From an optimization exercise on the open Yosys and OpenROAD flow, aimed at small area, a short achievable clock period and few clock cycles per item; shortcuts taken in it are not production practice.
In this exercise RTL edits were held to simulation tests only and were not proved equivalent to the original.
Power and IR drop assume default switching activity.

--- design/flow/design.v ---
`default_nettype none
package hq_pkg;
    localparam int SLOTS   = 32;
    localparam int SLOT_W  = $clog2(SLOTS);
    localparam int CNT_W   = SLOT_W + 1;
    localparam int TIME_W  = 64;
    localparam int SEQ_W   = 32;
    localparam int AMT_W   = 16;
    localparam int QUANT_W = 10;
    localparam int OP_W    = 2;
    localparam int KIND_W  = 3;
    localparam int HSLOT_W = 6;
    localparam int PADDR_W = 3;
    localparam int PDATA_W = 32;
    localparam logic [SEQ_W-1:0]   SEQ_RESET   = 32'h1234ABCD;
    localparam logic [QUANT_W-1:0] QUANT_RESET = 10'd50;
    localparam logic [AMT_W-1:0]   MAXD_RESET  = 16'd60000;
    localparam logic [CNT_W-1:0]   MAX_OUT     = CNT_W'(32);
    typedef enum logic [OP_W-1:0] {
        OP_REQUEST = 2'd0,
        OP_CANCEL  = 2'd1,
        OP_ADVANCE = 2'd2
    } t_op;
    typedef enum logic [KIND_W-1:0] {
        KIND_ISSUED  = 3'd0,
        KIND_CANCEL  = 3'd1,
        KIND_EXPIRED = 3'd2,
        KIND_FULL    = 3'd3,
        KIND_NONE    = 3'd4
    } t_kind;
    localparam logic REG_QUANTUM  = 1'b0;
    localparam logic REG_MAXDELAY = 1'b1;
    typedef struct packed {
        logic [QUANT_W-1:0] quantum;
        logic [AMT_W-1:0]   max_delay;
    } t_cfg;
    typedef enum logic [4:0] {
        S_IDLE, S_DIV, S_RQ_ALLOC, S_RQ_INS, S_FULL,
        S_SU_CHK, S_SU_R1, S_SU_R2,
        S_CN_CHK, S_RM_START, S_RM_R1, S_RM_R2,
        S_SD_CHK, S_SD_R1, S_SD_R2, S_SD_R3, S_SD_R4, S_SD_R5, S_SD_CMP,
        S_AD_TOP, S_AD_R1, S_AD_R2, S_AD_PUSH, S_AD_END,
        S_RQ_FIN, S_RQ_EMIT, S_CN_EMIT
    } t_state;
endpackage
`default_nettype wire
`default_nettype none
module hq_ram #(
    parameter int W = 8,
    parameter int D = 32
) (
    input  wire logic                 i_clk,
    input  wire logic                 i_we,
    input  wire logic [$clog2(D)-1:0] i_waddr,
    input  wire logic [W-1:0]         i_wdata,
    input  wire logic [$clog2(D)-1:0] i_raddr,
    output logic      [W-1:0]         o_rdata
);
    logic [W-1:0] r_mem [D];
    always_ff @(posedge i_clk) begin
        if (i_we) begin
            r_mem[i_waddr] <= i_wdata;
        end
        o_rdata <= r_mem[i_raddr];
    end
endmodule
`default_nettype wire
`default_nettype none
import hq_pkg::*;
module hq_sub #(
    parameter int W = 12
) (
    input  wire logic [W-1:0] i_a,
    input  wire logic [W-1:0] i_b,
    output logic      [W-1:0] o_d,
    output logic              o_ge
);
    localparam int L = $clog2(W + 1);
    logic [L:0][W:0] gg, pp;
    logic [W-1:0]    g, p;
    always_comb begin : ks
        g = i_a & ~i_b;
        p = ~(i_a ^ i_b);
        gg[0] = {g, 1'b1};
        pp[0] = {p, 1'b0};
        for (int k = 0; k < L; k++) begin
            for (int i = 0; i <= W; i++) begin
                if (i >= (1 << k)) begin
                    gg[k+1][i] = gg[k][i] | (pp[k][i] & gg[k][i - (1 << k)]);
                    pp[k+1][i] = pp[k][i] & pp[k][i - (1 << k)];
                end else begin
                    gg[k+1][i] = gg[k][i];
                    pp[k+1][i] = pp[k][i];
                end
            end
        end
        o_d  = p ^ gg[L][W-1:0];
        o_ge = gg[L][W];
    end
endmodule
module hq_cmp #(
    parameter int W = 64
) (
    input  wire logic [W-1:0] i_a,
    input  wire logic [W-1:0] i_b,
    output logic              o_gt,
    output logic              o_eq
);
    localparam int L = $clog2(W);
    logic [L:0][W-1:0] gt, eq;
    always_comb begin : tree
        gt = '0;
        eq = '0;
        gt[0] = i_a & ~i_b;
        eq[0] = ~(i_a ^ i_b);
        for (int k = 0; k < L; k++) begin
            for (int i = 0; i < (W >> (k + 1)); i++) begin
                gt[k+1][i] = gt[k][2*i+1] | (eq[k][2*i+1] & gt[k][2*i]);
                eq[k+1][i] = eq[k][2*i+1] & eq[k][2*i];
            end
        end
        o_gt = gt[L][0];
        o_eq = eq[L][0];
    end
endmodule
module hq_div #(
    parameter int N = 4
) (
    input  wire logic [hq_pkg::QUANT_W-1:0] i_rem,    
    input  wire logic [2*N-1:0]             i_bits,   
    input  wire logic [hq_pkg::QUANT_W-1:0] i_q1,
    input  wire logic [hq_pkg::QUANT_W:0]   i_q2,
    input  wire logic [hq_pkg::QUANT_W+1:0] i_q3,
    output logic      [hq_pkg::QUANT_W-1:0] o_rem,
    output logic      [2*N-1:0]             o_quo
);
    localparam int SW = QUANT_W + 2;
    logic [N:0][QUANT_W-1:0] rem;
    assign rem[N] = i_rem;
    for (genvar i = N - 1; i >= 0; i--) begin : g_row
        logic [SW-1:0] sh, d1, d2, d3;
        logic          ge1, ge2, ge3;
        assign sh = {rem[i+1], i_bits[2*i+1], i_bits[2*i]};
        hq_sub #(.W(SW)) u_s1 (.i_a(sh), .i_b(SW'(i_q1)), .o_d(d1), .o_ge(ge1));
        hq_sub #(.W(SW)) u_s2 (.i_a(sh), .i_b(SW'(i_q2)), .o_d(d2), .o_ge(ge2));
        hq_sub #(.W(SW)) u_s3 (.i_a(sh), .i_b(i_q3),      .o_d(d3), .o_ge(ge3));
        logic [1:0]         dq;
        logic [QUANT_W-1:0] rn;
        always_comb begin
            if (ge3) begin
                dq = 2'd3; rn = d3[QUANT_W-1:0];
            end else if (ge2) begin
                dq = 2'd2; rn = d2[QUANT_W-1:0];
            end else if (ge1) begin
                dq = 2'd1; rn = d1[QUANT_W-1:0];
            end else begin
                dq = 2'd0; rn = sh[QUANT_W-1:0];
            end
        end
        assign o_quo[2*i+1 -: 2] = dq;
        assign rem[i] = rn;
    end
    assign o_rem = rem[0];
endmodule
`default_nettype wire
`default_nettype none
import hq_pkg::*;
module hq_cfg (
    input  wire logic                        i_clk,
    input  wire logic                        i_rst_n,
    input  wire logic                        psel,
    input  wire logic                        penable,
    input  wire logic                        pwrite,
    input  wire logic [hq_pkg::PADDR_W-1:0]  paddr,
    input  wire logic [hq_pkg::PDATA_W-1:0]  pwdata,
    output logic      [hq_pkg::PDATA_W-1:0]  prdata,
    output logic                             pready,
    output hq_pkg::t_cfg                     o_cfg
);
    hq_pkg::t_cfg r_cfg;
    assign pready = 1'b1;
    assign o_cfg  = r_cfg;
    always_ff @(posedge i_clk) begin
        if (!i_rst_n) begin
            r_cfg.quantum   <= QUANT_RESET;
            r_cfg.max_delay <= MAXD_RESET;
        end else if (psel && penable && pwrite) begin
            unique case (paddr[2])
                REG_QUANTUM:  r_cfg.quantum   <= pwdata[QUANT_W-1:0];
                REG_MAXDELAY: r_cfg.max_delay <= pwdata[AMT_W-1:0];
                default: ;
            endcase
        end
    end
    always_comb begin
        unique case (paddr[2])
            REG_QUANTUM:  prdata = PDATA_W'(r_cfg.quantum);
            REG_MAXDELAY: prdata = PDATA_W'(r_cfg.max_delay);
            default:      prdata = '0;
        endcase
    end
endmodule
`default_nettype wire
`default_nettype none
import hq_pkg::*;
module deadline_heap_timer_queue (
    input  wire logic                        i_clk,
    input  wire logic                        i_rst_n,
    input  wire logic                        in_valid,
    output logic                             in_ready,
    input  wire logic [hq_pkg::OP_W-1:0]     in_op,
    input  wire logic [hq_pkg::AMT_W-1:0]    in_amount_ms,
    input  wire logic [hq_pkg::HSLOT_W-1:0]  in_handle_slot,
    input  wire logic [hq_pkg::SEQ_W-1:0]    in_handle_seq,
    output logic                             out_valid,
    input  wire logic                        out_ready,
    output logic      [hq_pkg::KIND_W-1:0]   out_kind,
    output logic      [hq_pkg::HSLOT_W-1:0]  out_token_slot,
    output logic      [hq_pkg::SEQ_W-1:0]    out_token_seq,
    output logic                             out_last,
    input  wire logic                        psel,
    input  wire logic                        penable,
    input  wire logic                        pwrite,
    input  wire logic [hq_pkg::PADDR_W-1:0]  paddr,
    input  wire logic [hq_pkg::PDATA_W-1:0]  pwdata,
    output logic      [hq_pkg::PDATA_W-1:0]  prdata,
    output logic                             pready
);
    hq_pkg::t_cfg cfg;
    hq_cfg u_cfg (
        .i_clk, .i_rst_n, .psel, .penable, .pwrite, .paddr, .pwdata,
        .prdata, .pready, .o_cfg(cfg)
    );
    logic [QUANT_W-1:0] q;
    assign q = (cfg.quantum == '0) ? QUANT_W'(1) : cfg.quantum;
    logic [QUANT_W-1:0] r_q1;
    logic [QUANT_W:0]   r_q2;
    logic [QUANT_W+1:0] r_q3;
    always_ff @(posedge i_clk) begin
        r_q1 <= q;
        r_q2 <= {q, 1'b0};
        r_q3 <= {1'b0, q, 1'b0} + {2'b0, q};
    end
    logic [TIME_W-1:0]  r_now, r_nowq;
    logic [QUANT_W-1:0] r_nowr;
    logic               r_rd_busy;
    logic [5:0]         r_rd_cnt;
    logic               in_v, d1_v, d2_v, d3_v, cb_v;
    logic [OP_W-1:0]    in_o, d1_o, d2_o, d3_o, cb_o;
    logic [HSLOT_W-1:0] in_hs, d1_hs, d2_hs, d3_hs, cb_hs;
    logic [SEQ_W-1:0]   in_hq, d1_hq, d2_hq, d3_hq, cb_hq;
    logic [AMT_W-1:0]   in_a;
    logic [QUANT_W-1:0] d1_rem, d2_rem, d3_rem;
    logic [5:0]         d1_qh;
    logic [9:0]         d1_al;
    logic [11:0]        d2_qh;
    logic [3:0]         d2_al;
    logic [AMT_W-1:0]   d3_quo;
    logic [TIME_W-1:0]  cb_val;
    logic b_take;
    logic d3_to_cb, d2_to_d3, d1_to_d2, in_to_d1, in_fire;
    assign d3_to_cb = d3_v && (!cb_v || b_take) && !r_rd_busy;
    assign d2_to_d3 = d2_v && (!d3_v || d3_to_cb);
    assign d1_to_d2 = d1_v && (!d2_v || d2_to_d3);
    assign in_to_d1 = in_v && (!d1_v || d1_to_d2);
    logic               sk_v;
    logic [OP_W-1:0]    sk_o;
    logic [HSLOT_W-1:0] sk_hs;
    logic [SEQ_W-1:0]   sk_hq;
    logic [AMT_W-1:0]   sk_a;
    logic               in_free;
    logic [AMT_W-1:0]   acc_a;
    assign in_ready = !sk_v;
    assign in_fire  = in_valid && in_ready;
    assign in_free  = !in_v || in_to_d1;
    assign acc_a    = (in_op == OP_REQUEST && in_amount_ms > cfg.max_delay) ?
                      cfg.max_delay : in_amount_ms;
    logic [QUANT_W-1:0] s1_rem, s2_rem, s3_rem;
    logic [5:0]         s1_quo, s2_quo;
    logic [3:0]         s3_quo;
    hq_div #(.N(3)) u_div1 (
        .i_rem('0), .i_bits(in_a[15:10]), .i_q1(r_q1), .i_q2(r_q2), .i_q3(r_q3),
        .o_rem(s1_rem), .o_quo(s1_quo)
    );
    hq_div #(.N(3)) u_div2 (
        .i_rem(d1_rem), .i_bits(d1_al[9:4]), .i_q1(r_q1), .i_q2(r_q2), .i_q3(r_q3),
        .o_rem(s2_rem), .o_quo(s2_quo)
    );
    hq_div #(.N(2)) u_div3 (
        .i_rem(d2_rem), .i_bits(d2_al), .i_q1(r_q1), .i_q2(r_q2), .i_q3(r_q3),
        .o_rem(s3_rem), .o_quo(s3_quo)
    );
    logic [QUANT_W:0]   c_sum;
    logic               c_carry;
    logic [QUANT_W-1:0] c_rem;
    logic [TIME_W-1:0]  c_val;
    assign c_sum   = {1'b0, d3_rem} + {1'b0, r_nowr};
    assign c_carry = c_sum >= {1'b0, r_q1};
    assign c_rem   = c_carry ? QUANT_W'(c_sum - {1'b0, r_q1}) : c_sum[QUANT_W-1:0];
    assign c_val   = r_nowq + TIME_W'(d3_quo) + TIME_W'(c_carry);
    logic wr_q;
    assign wr_q = psel && penable && pwrite && (paddr[2] == REG_QUANTUM);
    logic [QUANT_W:0] rd_sh;
    logic             rd_ge;
    assign rd_sh = {r_nowr, r_nowq[TIME_W-1]};
    assign rd_ge = rd_sh >= {1'b0, q};
    always_ff @(posedge i_clk) begin
        if (!i_rst_n) begin
            in_v <= 1'b0; d1_v <= 1'b0; d2_v <= 1'b0; d3_v <= 1'b0; cb_v <= 1'b0;
            sk_v <= 1'b0;
            r_now <= '0; r_nowq <= '0; r_nowr <= '0;
            r_rd_busy <= 1'b0;
        end else begin
            if (in_fire && in_op == OP_ADVANCE) r_now <= r_now + TIME_W'(in_amount_ms);
            if (sk_v && in_free) begin
                in_v  <= 1'b1;
                in_o  <= sk_o;
                in_hs <= sk_hs;
                in_hq <= sk_hq;
                in_a  <= sk_a;
                sk_v  <= 1'b0;
            end else if (in_fire && in_free) begin
                in_v  <= (in_op != 2'd3);
                in_o  <= in_op;
                in_hs <= in_handle_slot;
                in_hq <= in_handle_seq;
                in_a  <= acc_a;
            end else if (in_to_d1) begin
                in_v <= 1'b0;
            end
            if (in_fire && !in_free) begin
                sk_v  <= (in_op != 2'd3);
                sk_o  <= in_op;
                sk_hs <= in_handle_slot;
                sk_hq <= in_handle_seq;
                sk_a  <= acc_a;
            end
            if (in_to_d1) begin
                d1_v   <= 1'b1;
                d1_o   <= in_o;
                d1_hs  <= in_hs;
                d1_hq  <= in_hq;
                d1_rem <= s1_rem;
                d1_qh  <= s1_quo;
                d1_al  <= in_a[9:0];
            end else if (d1_to_d2) begin
                d1_v <= 1'b0;
            end
            if (d1_to_d2) begin
                d2_v   <= 1'b1;
                d2_o   <= d1_o;
                d2_hs  <= d1_hs;
                d2_hq  <= d1_hq;
                d2_rem <= s2_rem;
                d2_qh  <= {d1_qh, s2_quo};
                d2_al  <= d1_al[3:0];
            end else if (d2_to_d3) begin
                d2_v <= 1'b0;
            end
            if (d2_to_d3) begin
                d3_v   <= 1'b1;
                d3_o   <= d2_o;
                d3_hs  <= d2_hs;
                d3_hq  <= d2_hq;
                d3_rem <= s3_rem;
                d3_quo <= {d2_qh, s3_quo};
            end else if (d3_to_cb) begin
                d3_v <= 1'b0;
            end
            if (d3_to_cb) begin
                cb_v   <= 1'b1;
                cb_o   <= d3_o;
                cb_hs  <= d3_hs;
                cb_hq  <= d3_hq;
                cb_val <= c_val;
            end else if (b_take) begin
                cb_v <= 1'b0;
            end
            if (wr_q) begin
                r_nowq <= r_now;
                r_nowr <= '0;
                r_rd_cnt <= '0;
                r_rd_busy <= (r_now != '0);
            end else if (r_rd_busy) begin
                r_nowr   <= rd_ge ? QUANT_W'(rd_sh - {1'b0, q}) : rd_sh[QUANT_W-1:0];
                r_nowq   <= {r_nowq[TIME_W-2:0], rd_ge};
                r_rd_cnt <= r_rd_cnt + 1'b1;
                if (r_rd_cnt == 6'd63) r_rd_busy <= 1'b0;
            end else if (d3_to_cb && d3_o == OP_ADVANCE) begin
                r_nowq <= c_val;
                r_nowr <= c_rem;
            end
        end
    end
    localparam logic [1:0] B_IDLE = 2'd0, B_SIFT = 2'd1, B_RM = 2'd2, B_ADV = 2'd3;
    localparam logic [1:0] M_FIRST = 2'd0, M_DOWN = 2'd1, M_UP = 2'd2;
    localparam logic [1:0] A_DONE = 2'd0, A_DROP = 2'd1, A_ADV = 2'd2;
    logic [SLOT_W-1:0]  h   [SLOTS];    
    logic [SLOT_W-1:0]  fs  [SLOTS];    
    logic [SEQ_W-1:0]   sq  [SLOTS];    
    logic [TIME_W-1:0]  dl  [SLOTS];    
    logic [CNT_W-1:0]   r_len, r_made, r_fcnt;
    logic [1:0]         r_bst, r_mode, r_after;
    logic [SLOT_W-1:0]  r_p, r_ts, r_xs, r_hpos;
    logic [TIME_W-1:0]  r_ds;
    logic               r_pend, r_lastf, r_dseqw;
    logic               r_out_v;
    logic [KIND_W-1:0]  r_out_kind;
    logic [HSLOT_W-1:0] r_out_slot;
    logic [SEQ_W-1:0]   r_out_seq;
    logic               r_out_last;
    assign out_valid      = r_out_v;
    assign out_kind       = r_out_kind;
    assign out_token_slot = r_out_slot;
    assign out_token_seq  = r_out_seq;
    assign out_last       = r_out_last;
    logic out_free;
    assign out_free = !r_out_v || out_ready;
    logic [TIME_W-1:0]  bc_val, k_val;
    logic [HSLOT_W-1:0] bc_hs, k_hs;
    logic [SEQ_W-1:0]   bc_hq, k_hq;
    assign k_val = (r_bst == B_IDLE) ? cb_val : bc_val;
    assign k_hs  = (r_bst == B_IDLE) ? cb_hs  : bc_hs;
    assign k_hq  = (r_bst == B_IDLE) ? cb_hq  : bc_hq;
    logic               st_idle, do_req, do_can, do_adv, st_sift, st_rm;
    logic [HSLOT_W-1:0] hidx;
    logic               hidx_ok;
    assign st_idle = (r_bst == B_IDLE) && cb_v;
    assign do_req  = st_idle && (cb_o == OP_REQUEST);
    assign do_can  = st_idle && (cb_o == OP_CANCEL);
    assign do_adv  = (st_idle && (cb_o == OP_ADVANCE)) || (r_bst == B_ADV);
    assign st_sift = (r_bst == B_SIFT);
    assign st_rm   = (r_bst == B_RM);
    assign hidx    = k_hs - 1'b1;
    assign hidx_ok = !hidx[HSLOT_W-1];
    logic [SLOTS-1:0]  cam_m;
    logic              live_pre;
    logic [SLOT_W-1:0] cam_pos;
    always_comb begin
        cam_pos = '0;
        for (int i = 0; i < SLOTS; i++) begin
            cam_m[i] = (CNT_W'(i) < r_len) && (h[i] == hidx[SLOT_W-1:0]) && hidx_ok;
            if (cam_m[i]) cam_pos = cam_pos | SLOT_W'(i);
        end
    end
    assign live_pre = |cam_m;
    logic              alloc_fs, full;
    logic [SLOT_W-1:0] a_slot;
    assign alloc_fs = (r_fcnt != '0);
    assign full     = !alloc_fs && r_made[SLOT_W];
    assign a_slot   = alloc_fs ? fs[r_fcnt[SLOT_W-1:0] - 1'b1] : r_made[SLOT_W-1:0];
    logic [CNT_W-1:0]  sc, sc1;
    logic              has_l, has_r, chmode;
    logic [SLOT_W-1:0] spar, sgpar, lenm1, p0, par0, gpar0;
    assign sc     = {r_p, 1'b1};
    assign sc1    = sc + 1'b1;
    assign has_l  = sc < r_len;
    assign has_r  = sc1 < r_len;
    assign chmode = (r_mode == M_DOWN) || (r_mode == M_FIRST && has_l);
    assign spar   = (r_p - 1'b1) >> 1;
    assign lenm1  = SLOT_W'(r_len - 1'b1);
    assign p0     = r_len[SLOT_W-1:0];
    assign par0   = (p0 - 1'b1) >> 1;
    assign gpar0  = SLOT_W'((r_len - 3'd3) >> 2);
    assign sgpar  = (r_p - 3'd3) >> 2;
    logic [SLOT_W-1:0] ra_slot, rb_slot, rx_slot, ra_pos, rb_pos;
    logic [TIME_W-1:0] due_a, due_b;
    logic [SEQ_W-1:0]  seq_x, seq_y;
    logic [SLOT_W-1:0] h_sc, h_sc1, h_spar, h_sgpar, h_par0, h_gpar0, h_lenm1;
    assign h_sc    = h[sc[SLOT_W-1:0]];
    assign h_sc1   = h[sc1[SLOT_W-1:0]];
    assign h_spar  = h[spar];
    assign h_sgpar = h[sgpar];
    assign h_par0  = h[par0];
    assign h_gpar0 = h[gpar0];
    assign h_lenm1 = h[lenm1];
    assign ra_pos = '0;
    assign rb_pos = '0;
    always_comb begin
        if (st_sift)      ra_slot = chmode ? h_sc : h_spar;
        else if (do_adv)  ra_slot = h[0];
        else              ra_slot = h_par0;
        if (st_sift)      rb_slot = chmode ? h_sc1 : h_sgpar;
        else if (do_req)  rb_slot = h_gpar0;
        else              rb_slot = h_lenm1;
        if (st_sift)      rx_slot = r_xs;
        else if (do_adv)  rx_slot = h[0];
        else              rx_slot = a_slot;
    end
    always_comb begin
        due_a = '0; due_b = '0; seq_x = '0; seq_y = '0;
        for (int i = 0; i < SLOTS; i++) begin
            due_a = due_a | ({TIME_W{ra_slot == SLOT_W'(i)}} & dl[i]);
            due_b = due_b | ({TIME_W{rb_slot == SLOT_W'(i)}} & dl[i]);
            seq_x = seq_x | ({SEQ_W{rx_slot == SLOT_W'(i)}} & sq[i]);
            seq_y = seq_y | ({SEQ_W{hidx[SLOT_W-1:0] == SLOT_W'(i)}} & sq[i]);
        end
    end
    logic [SEQ_W-1:0] seq_old, hq_m1, hq_p1, old_p1, inc_out;
    logic             self_t, selfhit, othhit, rq_hit, placed0;
    assign seq_old = alloc_fs ? seq_x : SEQ_RESET;
    assign hq_m1   = k_hq - 1'b1;
    assign hq_p1   = k_hq + 1'b1;
    assign old_p1  = seq_old + 1'b1;
    assign self_t  = hidx_ok && (hidx[SLOT_W-1:0] == a_slot);
    assign selfhit = self_t && (seq_old == hq_m1);
    assign othhit  = !self_t && live_pre && (seq_y == k_hq);
    assign rq_hit  = selfhit || othhit;
    logic c_a_le_v, c_b_le_v, c_d_le_v, c_b_lt_a, c_d_gt_a, c_d_gt_b, c_a_gt_d;
    logic g_av, g_bv, g_dv, g_ab, g_da, e_da, g_db;
    logic e_av_unused, e_bv_unused, e_dv_unused, e_ab_unused, e_db;
    hq_cmp #(.W(TIME_W)) u_c_av (.i_a(due_a), .i_b(k_val), .o_gt(g_av), .o_eq(e_av_unused));
    hq_cmp #(.W(TIME_W)) u_c_bv (.i_a(due_b), .i_b(k_val), .o_gt(g_bv), .o_eq(e_bv_unused));
    hq_cmp #(.W(TIME_W)) u_c_dv (.i_a(r_ds),  .i_b(k_val), .o_gt(g_dv), .o_eq(e_dv_unused));
    hq_cmp #(.W(TIME_W)) u_c_ab (.i_a(due_a), .i_b(due_b), .o_gt(g_ab), .o_eq(e_ab_unused));
    hq_cmp #(.W(TIME_W)) u_c_da (.i_a(r_ds),  .i_b(due_a), .o_gt(g_da), .o_eq(e_da));
    hq_cmp #(.W(TIME_W)) u_c_db (.i_a(r_ds),  .i_b(due_b), .o_gt(g_db), .o_eq(e_db));
    assign c_a_le_v = !g_av;
    assign c_b_le_v = !g_bv;
    assign c_d_le_v = !g_dv;
    assign c_b_lt_a = g_ab;
    assign c_d_gt_a = g_da;
    assign c_d_gt_b = g_db;
    assign c_a_gt_d = !g_da && !e_da;
    logic c_b_gt_d;
    assign c_b_gt_d = !g_db && !e_db;
    assign placed0 = (p0 == '0) || c_a_le_v;
    logic placed1;
    assign placed1 = (par0 == '0) || c_b_le_v;
    assign inc_out = (do_req && !selfhit) ? old_p1 : hq_p1;
    logic cn_hit;
    assign cn_hit = live_pre && (seq_y == k_hq);
    logic adv_exp;
    assign adv_exp = (r_len != '0) && c_a_le_v;
    logic              s_mr, s_down, s_up;
    logic [SLOT_W-1:0] s_mslot, s_mpos;
    logic              s_last;
    assign s_mr    = has_r && c_b_lt_a;
    assign s_mslot = s_mr ? rb_slot : ra_slot;
    assign s_mpos  = s_mr ? sc1[SLOT_W-1:0] : sc[SLOT_W-1:0];
    assign s_down  = has_l && (s_mr ? c_d_gt_b : c_d_gt_a);
    assign s_up    = (r_p != '0) && c_a_gt_d;
    logic s_up2;
    assign s_up2   = (spar != '0) && c_b_gt_d;
    assign s_last  = !((chmode && s_down) ? (s_mr ? c_b_le_v : c_a_le_v) : c_d_le_v);
    logic               n_done;
    logic [1:0]         n_bst, n_mode, n_after;
    logic [SLOT_W-1:0]  n_p, n_ts, n_xs, n_hpos;
    logic [TIME_W-1:0]  n_ds;
    logic               n_pend, n_lastf, n_dseqw;
    logic [CNT_W-1:0]   n_len, n_made, n_fcnt;
    logic               hold;
    logic               h_we, fs_we, sq_we, dl_we;
    logic [SLOT_W-1:0]  h_wa, h_wd, fs_wa, fs_wd, sq_wa, dl_wa;
    logic               h_we2;
    logic [SLOT_W-1:0]  h_wa2, h_wd2;
    logic               push, push_last;
    logic [KIND_W-1:0]  push_kind;
    logic [HSLOT_W-1:0] push_slot;
    logic [SEQ_W-1:0]   push_seq;
    logic               rm_go;
    logic [SLOT_W-1:0]  rm_p;
    logic               fin;
    logic [SLOT_W-1:0]  fin_pos;
    always_comb begin
        n_done = 1'b0;
        n_bst = r_bst; n_mode = r_mode; n_after = r_after;
        n_p = r_p; n_ts = r_ts; n_xs = r_xs; n_hpos = r_hpos; n_ds = r_ds;
        n_pend = r_pend; n_lastf = r_lastf; n_dseqw = r_dseqw;
        n_len = r_len; n_made = r_made; n_fcnt = r_fcnt;
        hold = 1'b0;
        h_we = 1'b0; h_wa = r_p; h_wd = r_ts;
        h_we2 = 1'b0; h_wa2 = spar; h_wd2 = r_ts;
        fs_we = 1'b0;
        fs_wa = (do_req && alloc_fs) ? SLOT_W'(r_fcnt - 1'b1) : r_fcnt[SLOT_W-1:0];
        fs_wd = do_adv ? h[0] : hidx[SLOT_W-1:0];
        sq_we = 1'b0; sq_wa = hidx[SLOT_W-1:0];
        dl_we = 1'b0; dl_wa = a_slot;
        push = 1'b0; push_kind = KIND_NONE; push_slot = '0; push_seq = '0; push_last = 1'b1;
        rm_go = 1'b0; rm_p = r_p;
        fin = 1'b0; fin_pos = r_p;
        if (do_req) begin
            push = 1'b1;
            if (full) begin
                push_kind = KIND_FULL;
                n_done = 1'b1;
            end else begin
                push_kind = KIND_ISSUED;
                push_slot = HSLOT_W'(a_slot) + 1'b1;
                push_seq  = inc_out;
                sq_we = 1'b1; sq_wa = a_slot;
                dl_we = 1'b1;
                if (alloc_fs) n_fcnt = r_fcnt - 1'b1;
                else          n_made = r_made + 1'b1;
                n_len = r_len + 1'b1;
                h_we = 1'b1; h_wa = p0; h_wd = placed0 ? a_slot : ra_slot;
                h_we2 = !placed0; h_wa2 = par0; h_wd2 = placed1 ? a_slot : rb_slot;
                n_hpos = (hidx_ok && h_wd == hidx[SLOT_W-1:0]) ? p0 :
                         (hidx_ok && h_we2 && h_wd2 == hidx[SLOT_W-1:0]) ? par0 : cam_pos;
                n_ts = a_slot;
                n_ds = k_val;
                if (!placed0 && !placed1) begin
                    n_bst = B_SIFT; n_mode = M_UP; n_p = gpar0;
                    n_after = rq_hit ? A_DROP : A_DONE;
                end else if (!rq_hit) begin
                    n_done = 1'b1;
                end else if (selfhit || n_hpos == p0) begin
                    n_bst = B_RM; n_p = n_hpos;
                end else begin
                    n_ts = placed0 ? a_slot : ra_slot;
                    n_ds = placed0 ? k_val : due_a;
                    n_len = r_len;
                    fs_we = 1'b1;
                    n_fcnt = r_fcnt + (alloc_fs ? 1'b0 : 1'b1);
                    n_dseqw = 1'b1;
                    n_bst = B_SIFT; n_mode = M_FIRST; n_p = n_hpos; n_after = A_DONE;
                end
            end
        end else if (do_can) begin
            push = 1'b1; push_kind = KIND_CANCEL;
            push_slot = cn_hit ? k_hs : '0;
            push_seq  = cn_hit ? k_hq : '0;
            if (cn_hit) begin
                rm_go = 1'b1; rm_p = cam_pos;
            end else begin
                n_done = 1'b1;
            end
        end else if (st_rm) begin
            rm_go = 1'b1; rm_p = r_p;
        end else if (do_adv) begin
            if (!adv_exp) begin
                push = 1'b1; push_kind = KIND_NONE;
                n_done = 1'b1;
            end else begin
                n_xs = h[0];
                fs_we = 1'b1;
                n_fcnt = r_fcnt + 1'b1;
                n_len = r_len - 1'b1;
                if (r_len == CNT_W'(1)) begin
                    push = 1'b1; push_kind = KIND_EXPIRED;
                    push_slot = HSLOT_W'(h[0]) + 1'b1; push_seq = seq_x;
                    n_done = 1'b1;
                end else begin
                    n_ts = rb_slot; n_ds = due_b; n_p = '0;
                    n_mode = M_FIRST; n_after = A_ADV; n_pend = 1'b1;
                    n_bst = B_SIFT;
                end
            end
        end else if (st_sift) begin
            h_we = 1'b1; h_wa = r_p;
            if (r_pend) begin
                push = 1'b1; push_kind = KIND_EXPIRED;
                push_slot = HSLOT_W'(r_xs) + 1'b1; push_seq = seq_x;
                push_last = s_last;
                n_pend = 1'b0; n_lastf = s_last;
            end
            if (r_dseqw) begin
                sq_we = 1'b1;
                n_dseqw = 1'b0;
            end
            fin = 1'b0;
            if (chmode && s_down) begin
                h_wd = s_mslot; n_p = s_mpos; n_mode = M_DOWN;
            end else if (chmode && r_mode == M_FIRST && r_p != '0) begin
                h_wd = r_ts; n_mode = M_UP;
            end else if (!chmode && s_up) begin
                h_wd = ra_slot;
                h_we2 = 1'b1; h_wa2 = spar;
                if (s_up2) begin
                    h_wd2 = rb_slot; n_p = sgpar; n_mode = M_UP;
                end else begin
                    h_wd2 = r_ts; fin = 1'b1; fin_pos = spar;
                end
            end else begin
                h_wd = r_ts; fin = 1'b1; fin_pos = r_p;
            end
            n_hpos = r_hpos;
            if (hidx_ok && h_wd == hidx[SLOT_W-1:0]) n_hpos = r_p;
            if (hidx_ok && h_we2 && h_wd2 == hidx[SLOT_W-1:0]) n_hpos = h_wa2;
            if (fin) begin
                n_bst = B_IDLE;
                unique case (r_after)
                    A_DROP: begin
                        n_bst = B_RM;
                        n_p = n_hpos;
                    end
                    A_ADV: begin
                        if (r_pend ? s_last : r_lastf) n_done = 1'b1;
                        else                           n_bst = B_ADV;
                    end
                    default: n_done = 1'b1;
                endcase
            end
        end
        if (rm_go) begin
            sq_we = 1'b1;
            fs_we = 1'b1;
            n_fcnt = r_fcnt + 1'b1;
            n_len = r_len - 1'b1;
            if (rm_p == lenm1) begin
                n_done = 1'b1;
                n_bst = B_IDLE;
            end else begin
                n_ts = rb_slot; n_ds = due_b; n_p = rm_p;
                n_mode = M_FIRST; n_after = A_DONE;
                n_bst = B_SIFT;
            end
        end
        if (n_done) n_bst = B_IDLE;
        if (do_req || do_can || st_rm || do_adv) fs_we = 1'b1;
        if ((do_req || do_can || do_adv || (st_sift && r_pend)) && !out_free) hold = 1'b1;
    end
    assign b_take = st_idle && !hold;
    always_ff @(posedge i_clk) begin
        if (b_take) begin
            bc_val <= cb_val;
            bc_hs  <= cb_hs;
            bc_hq  <= cb_hq;
        end
    end
    always_ff @(posedge i_clk) begin
        if (!i_rst_n) begin
            r_bst   <= B_IDLE;
            r_len   <= '0;
            r_made  <= '0;
            r_fcnt  <= '0;
            r_pend  <= 1'b0;
            r_dseqw <= 1'b0;
            r_out_v <= 1'b0;
        end else begin
            if (push && out_free) begin
                r_out_v    <= 1'b1;
                r_out_kind <= push_kind;
                r_out_slot <= push_slot;
                r_out_seq  <= push_seq;
                r_out_last <= push_last;
            end else if (out_ready) begin
                r_out_v <= 1'b0;
            end
            if (!hold) begin
                r_bst   <= n_bst;
                r_mode  <= n_mode;
                r_after <= n_after;
                r_p     <= n_p;
                r_ts    <= n_ts;
                r_xs    <= n_xs;
                r_hpos  <= n_hpos;
                r_ds    <= n_ds;
                r_pend  <= n_pend;
                r_lastf <= n_lastf;
                r_dseqw <= n_dseqw;
                r_len   <= n_len;
                r_made  <= n_made;
                r_fcnt  <= n_fcnt;
                if (h_we)  h[h_wa]   <= h_wd;
                if (h_we2) h[h_wa2]  <= h_wd2;
                if (fs_we) fs[fs_wa] <= fs_wd;
            end
        end
    end
    always_ff @(posedge i_clk) begin
        for (int i = 0; i < SLOTS; i++) begin
            if (!hold && sq_we && sq_wa == SLOT_W'(i)) sq[i] <= inc_out;
            if (!hold && dl_we && dl_wa == SLOT_W'(i)) dl[i] <= cb_val;
        end
    end
endmodule
`default_nettype wire
--- design/flow/run.sh ---
#!/bin/bash
# synth_recipe.tcl (not shown) runs the flow's synth.tcl, then flattens the netlist and writes it again
# the make line also repeats each setting of config.mk as NAME=value (left out here)
make -C /OpenROAD-flow-scripts/flow DESIGN_CONFIG=/design/flow/config.mk WORK_HOME=/design/flow/orfs CLKGATE_MAP_FILE= SYNTH_SCRIPT=/design/flow/synth_recipe.tcl finish
--- design/flow/config.mk ---
export PLATFORM = sky130hd
export DESIGN_NAME = deadline_heap_timer_queue
export DESIGN_NICKNAME = deadline_heap_timer_queue
export VERILOG_FILES = /design/flow/design.v
export SDC_FILE = /design/flow/constraint.sdc
export NUM_CORES = 4
export LEC_CHECK = 0
export CAP_MARGIN = 20
export CELL_PAD_IN_SITES_DETAIL_PLACEMENT = 1
export CORE_MARGIN = 2
export CORE_UTILIZATION = 30
export PLACE_DENSITY = 0.45
export SETUP_SLACK_MARGIN = 0.3
export SLEW_MARGIN = 20
--- design/flow/constraint.sdc ---
create_clock -name core_clock -period 11.0 [get_ports {i_clk}]
set_input_delay 2.2000 -clock core_clock [delete_from_list [all_inputs] [get_ports {i_clk}]]
set_output_delay 2.2000 -clock core_clock [all_outputs]
set_load 0.01 [all_outputs]
==> impl_metrics.csv <==
group,metric,value,unit
routing,wire_per_inst,42.6,um
clocking,cts.htree.levels,6,
clocking,path_clk_slew,0.06,ns
clocking,cts_made_buffers,519,
worst_setup_path,cp_slowest_stage_delay,0.63,ns
power_and_ir_drop,leakage,93.7,nW
sta,min_period,10.67,ns
die,initial_core_util,30.1,%
routing,met1Wirelength,480,mm
logic_synthesis,synth_edf_count,4045,
routing,drt_pass1_iterations,11,
power_and_ir_drop,clock_power_share,40.2,%
clocking,clockRootBuffer,"clkbuf_16",
finish,nNetsFinal,20400,
worst_setup_path,arrival,11.48,ns
finish,drive_gt1_share,20.9,%
power_and_ir_drop,switchingPower,12.8,mW
clocking,clock_path_buffers,4,
logic_synthesis,post_synth.cell_area_avg,12.4,um^2
grt,antenna_found_initial,111,
place,gp_congestion,0.987,
place,place_area,250000,um^2
finish,mostFrequentLayoutCells,"edfxtp_1 (4045), buf_4 (2065), a22oi_1 (1259), nand2_1 (1174), ha_1 (730)",
power_and_ir_drop,p_comb_share,19.2,%
worst_setup_path,critPathMaxFanout,8,
sta,finalSetupViolCount,0,
die,coreArea,722000,um^2
die,die_y,856,um
sta,hold_ws,0.368,ns
sta,tightestPinTransition,1.88,ns
worst_hold_path,hp-class,"reg -> reg",
finish,instances_no_fill,29600,
finish,fin_area,271000,um^2
routing,wl_met3,159,mm
sta,grt_setup_unrepaired,"yes",
logic_synthesis,synth_ff_type,"edfxtp_1",
clocking,cts.sinks,4264,
grt,grt_max_degree,124,
worst_setup_path,critical_path_class,"reg -> reg",
clocking,cts_hold_buf,0,
status,check-failures,"capacitance limit, slew limit",
sta,maxSlewViolCount,11,
place,dp_hpwl,848,mm
logic_synthesis,ys_types,135,
grt,grt_pass1_wl,1670,mm
power_and_ir_drop,p_int,30.9,mW
job,maxCapViolCount,2,
logic_synthesis,ys_warn_count,10,
place,dpl.cell_count,28500,
logic_synthesis,syn_inst,17600,
logic_synthesis,async_flop_share,0,%
worst_setup_path,crit_required,11.81,ns
routing,highest_layer,"met5",
sta,post-route-period-util,97.0,%
sta,hold_violations,0,
power_and_ir_drop,switching_share,29.3,%
sta,clock_skew,0.131,ns
routing,drt_iter0_drc,34600,
finish,area_growth_syn_to_layout,24.4,%
routing,met2_length,528,mm
logic_synthesis,ys_ff_latch,4264,
routing,drc,0,
die,die_area,732000,um^2
worst_setup_path,start_kind,"flop",
power_and_ir_drop,power_frac_seq,40.6,%
power_and_ir_drop,power,43.8,mW
finish,final_common_cell,"edfxtp_1",
worst_setup_path,cp-end-kind,"flop",
place,post-place-ws,-0.914,ns
clocking,insertion_delay,1.19,ns
grt,grt.total_usage,32.6,%
die,num_rows,312,
place,io_buffers,139,
worst_setup_path,crit_slowest_cell,"a222oi_1",
logic_synthesis,seq_area_frac_synth,57.8,%
routing,ant_nets,0,
die,pin_count,175,
sta,fin_ws,0.335,ns
clocking,cts_tree,"done",
routing,drt-total-wl,1260,mm
grt,gr-total-overflow,0,
status,status,"failed layout checks",
logic_synthesis,synth_area,218000,um^2
worst_setup_path,crit_top_cell,"buf_4",
power_and_ir_drop,vdd_drop_max,0.185,mV
sta,fmax,93.8,MHz
routing,vias,195000,
power_and_ir_drop,powerDensity,162,nW/um^2
die,die-width,856,um
routing,viasPerCell,6.57,
sta,max-slew-margin-rel,-25.3,%
grt,first_global_vias,188000,
metal layers:
layer / global-route usage (%) / vias up
li1: - / 75000
met2: 48.1 / 15600
met3: 9.34 / 4203
met1: 42.6 / 99700
met4: 19.3 / 72
met5: 0 / -
cell usage after synthesis, drive strengths merged (27+ instances only):
| library cell | n | area, um^2 |
|---|---|---|
| edfxtp | 4045 | 121000 |
| a22oi | 1267 | 9520 |
| nand2 | 1199 | 4530 |
| nor2 | 834 | 3140 |
| clkbuf | 748 | 2810 |
| ha | 741 | 9270 |
| nand4 | 664 | 4150 |
| a21oi | 658 | 3300 |
| nand3 | 650 | 3260 |
| o21ai | 499 | 2510 |
| mux2i | 453 | 4530 |
| xnor2 | 441 | 3900 |
| buf | 435 | 2140 |
| a22o | 400 | 3500 |
| inv | 384 | 1440 |
| a222oi | 362 | 3620 |
| a221oi | 356 | 3140 |
| nor3 | 353 | 1820 |
| a21o | 239 | 1790 |
| dfxtp | 219 | 4380 |
| xor2 | 176 | 1580 |
| a211oi | 165 | 1240 |
| nand2b | 163 | 1020 |
| mux4 | 161 | 3630 |
| nor4 | 154 | 1040 |
| and3 | 147 | 920 |
| mux2 | 146 | 1640 |
| o22ai | 142 | 888 |
| nor2b | 129 | 807 |
| a221o | 88 | 881 |
| o211ai | 83 | 628 |
| o21a | 83 | 623 |
| and2 | 77 | 482 |
| a2111oi | 72 | 701 |
| or3 | 69 | 437 |
| a31oi | 59 | 375 |
| and4 | 54 | 473 |
| or4 | 54 | 413 |
| o21bai | 39 | 293 |
| or2 | 39 | 244 |
| o31ai | 36 | 289 |
| nand3b | 34 | 255 |
| o2111ai | 33 | 289 |
| a32oi | 29 | 254 |
| o221ai | 27 | 236 |
final cells by class:
cell class,count,area [um^2]
Antenna cell,53,133
Clock buffer,620,13600
Clock inverter,303,3290
Fill cell,76300,452000
Inverter,392,1490
Multi-Input combinational cell,11800,88800
Sequential cell,4264,126000
Tap cell,9577,12000
Timing Repair Buffer,2642,25400
cells by family (layout without fill, tap and decap cells):
| kind of cell | Yosys count | count (layout) | share of synthesized area, % |
|---|---|---|---|
| compound gates | 4887 | 4889 | 16.7 |
| simple gates | 4701 | 4702 | 10.9 |
| flops | 4264 | 4264 | 57.8 |
| buf+inv | 1575 | 3957 | 2.95 |
| mux | 760 | 760 | 4.51 |
| fa+ha+maj | 751 | 751 | 4.34 |
| xor+xnor | 638 | 638 | 2.74 |
| other cells | 2 | 75 | 0.00345 |
power by group through the flow:
stage | Clock, mW | Combinational [mW] | Sequential, mW
5_1_grt | 18.2 | 8.87 | 17.8
6_report | 17.6 | 8.41 | 17.8
4_1_cts | 17.7 | 8.01 | 17.8
2_1_floorplan | 0 | 3.92 | 18.1
3_3_place_gp | 0 | 7.84 | 18.1
3_5_place_dp | 0 | 7.90 | 18.1
registers in the layout, indices dropped and copies added, names as in the netlist, 16 cells and up, named ones only:
register and count:
bc_val 64, sk_a 16, in_hq 32, cb_hq 32, d1_hq 32, r_ds 64
r_out_seq 32, d2_hq 32, u_cfg.r_cfg 26, r_now 64, d3_quo 16, fs 160
sq 1024, dl 2048, sk_hq 32, d3_hq 32, r_nowq 64, cb_val 64
h 160, in_a 16, bc_hq 32
path summary, 6_finish.rpt:
| path | start | end | slack, ns | cells past startpoint |
|---|---|---|---|---|
| max | r_len[0] | r_ds[1] | 0.33 | 42 |
| min | cb_hq[18] | bc_hq[18] | 0.37 | 0 |
| max reg2reg | r_len[0] | r_ds[1] | 0.33 | 42 |
| min reg2reg | cb_hq[18] | bc_hq[18] | 0.37 | 0 |
worst max-delay path: cells and delay by family (launching register included):
kind	cells	cell delay (ns)
AND/OR/NAND/NOR	10	2.78
buffers and inverters	17	2.75
AO/OA/AOI/OAI	11	2.66
multiplexers	2	1.06
adder cells (fa/ha/maj)	2	0.68
flip-flops	1	0.37
stage by stage:
stage / setup TNS [ns] / utilization, %
after floorplan: 0 / -
after global placement: -212.27 / 34.6
after detailed placement: -141.03 / 34.7
after CTS: 0 / 37.1
after global routing: 0 / 37.5
final: 0 / 37.5
timing repair:
action	in CTS	in global routing
gates resized for setup	85	255
cloned	2	15
pin swaps	21	83
buffers inserted	44	84
endpoints found under the setup margin	346	878
Testbench counts, summed over its fixed seeds: cycles 3,725, items 2,400.

## separate check: timing with driven ports
In the flow no input, the clock included, has a driving cell. The finished layout below was timed again as built, in two steps.
Step 1 assumes that a clkbuf_16 drives the clock port and a buf_2 every other input.
Step 2, shift: input delay + t, output delay - t, t = (earliest + latest rising clock arrival at the registers) / 2. This alone moves slack from input paths to output paths.
a / b / c = ideal / step 1 / step 2; a / b = the first two.
shift t [ns]: 1.265
setup WS [ns]: 0.335 / 0.335 / 0.335
slew at the worst register clock pin (ns): 0.07 / 0.07
worst data-port slew with drivers (ns): 0.06
pins driven straight from the clock port: 1
For this run, drivers alone change the setup slack by 0.000 ns; drivers and shift together by 0.000 ns.
